Source: an optimization exercise on an open RTL-to-GDS flow (aim: small area, a short achievable clock period and few clock cycles per item). Production flows keep margins and buffers that such runs may drop. Function was checked by simulation only, so behaviour that the tests miss may differ from the original. Power is estimated from default activity; no workload was simulated.

red:
==> flow/design.v (excerpt) <==
module md5Hasher (
	input logic clk,
	input logic rst,
	input logic psel,
	input logic penable,
	input logic pwrite,
	input md5Pkg::apbAddr paddr,
	input md5Pkg::md5Word pwdata,
	output md5Pkg::md5Word prdata,
	output logic pready,
	output logic pslverr
);
Size in the first run: about 3400 cells after synthesis, about 510 flip-flops, roughly 32000 µm² of cells after synthesis.
==> flow/config.mk <==
export PLATFORM = sky130hd
export DESIGN_NAME = md5Hasher
export DESIGN_NICKNAME = md5Hasher
export VERILOG_FILES = /design/flow/design.v
export SDC_FILE = /design/flow/constraint.sdc
export NUM_CORES = 4
export LEC_CHECK = 0
export CAP_MARGIN = 20
export CORE_MARGIN = 2
export CORE_UTILIZATION = 75
export PLACE_DENSITY = 0.85
export SETUP_SLACK_MARGIN = 4
export SLEW_MARGIN = 20
==> flow/constraint.sdc <==
create_clock -name core_clock -period 10.0 [get_ports {clk}]
set_input_delay 2.0000 -clock core_clock [delete_from_list [all_inputs] [get_ports {clk}]]
set_output_delay 2.0000 -clock core_clock [all_outputs]
set_load 0.01 [all_outputs]
run.sh (not shown) runs the stock make flow with config.mk's settings and CLKGATE_MAP_FILE= SYNTH_SCRIPT=/design/flow/synth_recipe.tcl, a recipe that flattens the netlist after the stock synthesis.
red did not make it past 5_1_grt, where a tool error ended it.
Testbench counts of red, summed over its fixed seeds: cycles 30,800, items 384.
diff inputs: red => blue
Settings: a change of PLACE_DENSITY from 0.85 to 0.7; a change of CORE_UTILIZATION from 75 to 60; a change of SETUP_SLACK_MARGIN from 4 to 4.5.
- blue did not stop at any stage, and its layout met the timing, design-rule and antenna checks.
- From blue to red, synthesized flop and latch total did not move at all.
- Compared with red, blue shows a weighted congestion at the end of routability-driven global placement that is 3.5% lower.
- Post-cts resize count on blue is up relative to red.
- Summary — total CTS buffers, blue relative to red: higher, by about 6%.
The inputs of green differ from those of blue as listed below.
Settings: putting CTS_CLUSTER_SIZE at 22 where nothing was set; swapping 4.5 for 4 in SETUP_SLACK_MARGIN; putting CTS_CLUSTER_DIAMETER at 120 where nothing was set.
Findings:
From blue to green the numbers moved as follows: power dropped 1.6 mW, depth of the worst register-to-register path dropped 1, critical path depth in cells dropped 4.3%, met3 track utilization from global routing dropped 2.6 points, share of the core filled with cells in the final layout dropped 3.9 points. Measured against each other, blue and green differ in sequential share of layout area, the lower figure coming from blue. Highest routing layer actually used = met4: green; highest routing layer actually used = met5: blue. Share of total power in the clock network, blue and green: smaller value in green. Global-route wire length before repair (higher): blue. Diff blue -> green: sequential power closely matched the old numbers, routed wire length shrank by 3.0%. For green, the worst setup path startpoint was roundStep.bReg[9], unlike blue, where it was roundStep.bReg[15]. In green relative to blue, pin count of the biggest net entering global routing had gone up slightly.
Edits applied to the flow inputs when going from green to orange:
Settings: CTS_CLUSTER_DIAMETER changed from 120 to 150; CTS_CLUSTER_SIZE changed from 22 to 30.
### Flow results
- As of orange, post-CTS setup repair buffer count had fallen by more than a quarter compared to green.
- orange vs green, upper clock frequency limit went up by about 0.44%.
- Total power, green and orange: lower on green
## Diff of input files: purple against orange
Settings: changing CTS_CLUSTER_DIAMETER from 150 to 120; changing CAP_MARGIN from 20 to 5; changing CTS_CLUSTER_SIZE from 30 to 22; changing SLEW_MARGIN from 20 to 5.
Notes after the runs:
- Comparing delay of the slowest critical-path stage for purple and orange, the smaller number came from orange.
- Met3 routing resource usage after global routing: purple vs orange down 0.41 points
- purple does better than orange on final wirelength.

---

the reference run:
md5Hasher, a different RTL version from the one above (not shown whole).
For scale: about 3200 cells after synthesis, roughly 79 I/O pins.
Settings: LEC_CHECK=0, CAP_MARGIN=20, CORE_MARGIN=2, CORE_UTILIZATION=60, CTS_CLUSTER_DIAMETER=120, CTS_CLUSTER_SIZE=22, PLACE_DENSITY=0.7, SETUP_SLACK_MARGIN=4, SLEW_MARGIN=20; clock period 10.0 ns.
Testbench counts of the reference run, summed over its fixed seeds: cycles 30,800, items 384.
--- input diff the reference run..the trial run ---
diff --git a/flow/config.mk b/flow/config.mk
--- a/flow/config.mk
+++ b/flow/config.mk
@@ -13,3 +13,3 @@
 export PLACE_DENSITY = 0.7
-export SETUP_SLACK_MARGIN = 4
+export SETUP_SLACK_MARGIN = 4.5
 export SLEW_MARGIN = 20
The trial run: PASS, flow complete, no timing, DRC or antenna violations. Going from the reference run to the trial run, sequential share of layout area down 0.62 points, weighted congestion at the end of routability-driven global placement up about 1.4%, fmax down 2.5%, total combinational power up about 8%, clock power flat. Comparing the trial run against the reference run, there is no change at all in flip-flop and latch count. Against the reference run, the trial run comes in 1.5 points higher on part of the power in combinational logic. Diff the reference run -> the trial run | wire length | up slightly. Comparing the trial run with the reference run, the total track usage came out essentially unchanged.

---

md5Hasher with an RTL version that a note above also has.
Size in the first run: roughly 3400 cells after synthesis, about 510 flip-flops, about 32000 µm² of cells after synthesis.
make LEC_CHECK=0 CAP_MARGIN=20 CORE_MARGIN=2 CORE_UTILIZATION=60 PLACE_DENSITY=0.7 SETUP_SLACK_MARGIN=4 SLEW_MARGIN=20 finish   # period 10.0 ns
Testbench counts at the start, summed over its fixed seeds: cycles 30,800, items 384.
Edit:
Settings changed: CTS_CLUSTER_DIAMETER set to 150, CTS_CLUSTER_SIZE set to 30, SETUP_SLACK_MARGIN 4 to 3.5.
Effect: Non-clock buffer count went down by 43; sequential power is about the same; setup slack loses 210 ps; cell area fell by 5.4%.

==> static timing again, ports no longer ideal <==
How much do the figures lean on ideal ports? The routed layouts below were timed once more, with nothing changed but the port constraints. Step 1 (the two cells are an assumption about what drives the block):
set clk [get_ports {clk}]
set_driving_cell -lib_cell sky130_fd_sc_hd__clkbuf_16 $clk
set_driving_cell -lib_cell sky130_fd_sc_hd__buf_2 [delete_from_list [all_inputs] $clk]
Step 2 moves the port delays by t, midway between the first and last clock arrival at a register: inputs arrive t later, outputs are due t later. That takes back most of the time a late clock gives input paths. a / b / c = no drivers / after step 1 / after step 2; a / b = the first two.
| run | t, ns | setup WS [ns] | clock arrival spread, ns |
|---|---|---|---|
| blue | 0.665 | 3.767 / 3.767 / 3.767 | 0.040 / 0.040 |
| green | 0.669 | 3.941 / 3.941 / 3.941 | 0.037 / 0.037 |
| orange | 0.663 | 3.967 / 3.967 / 3.967 | 0.035 / 0.036 |
| purple | 0.669 | 3.941 / 3.941 / 3.941 | 0.037 / 0.037 |
| the reference run | 0.697 | 3.917 / 3.917 / 3.407 | 0.033 / 0.033 |
| the trial run | 0.689 | 3.758 / 3.758 / 3.758 | 0.029 / 0.029 |
| the first run of note 3 | 0.668 | 3.849 / 3.849 / 3.849 | 0.064 / 0.064 |
| the second run of note 3 | 0.651 | 3.639 / 3.639 / 3.639 | 0.035 / 0.035 |
After both steps setup and hold are still met in every run listed. For the reference run, which loses most, drivers alone change the setup slack by 0.000 ns; drivers and shift together by -0.510 ns.
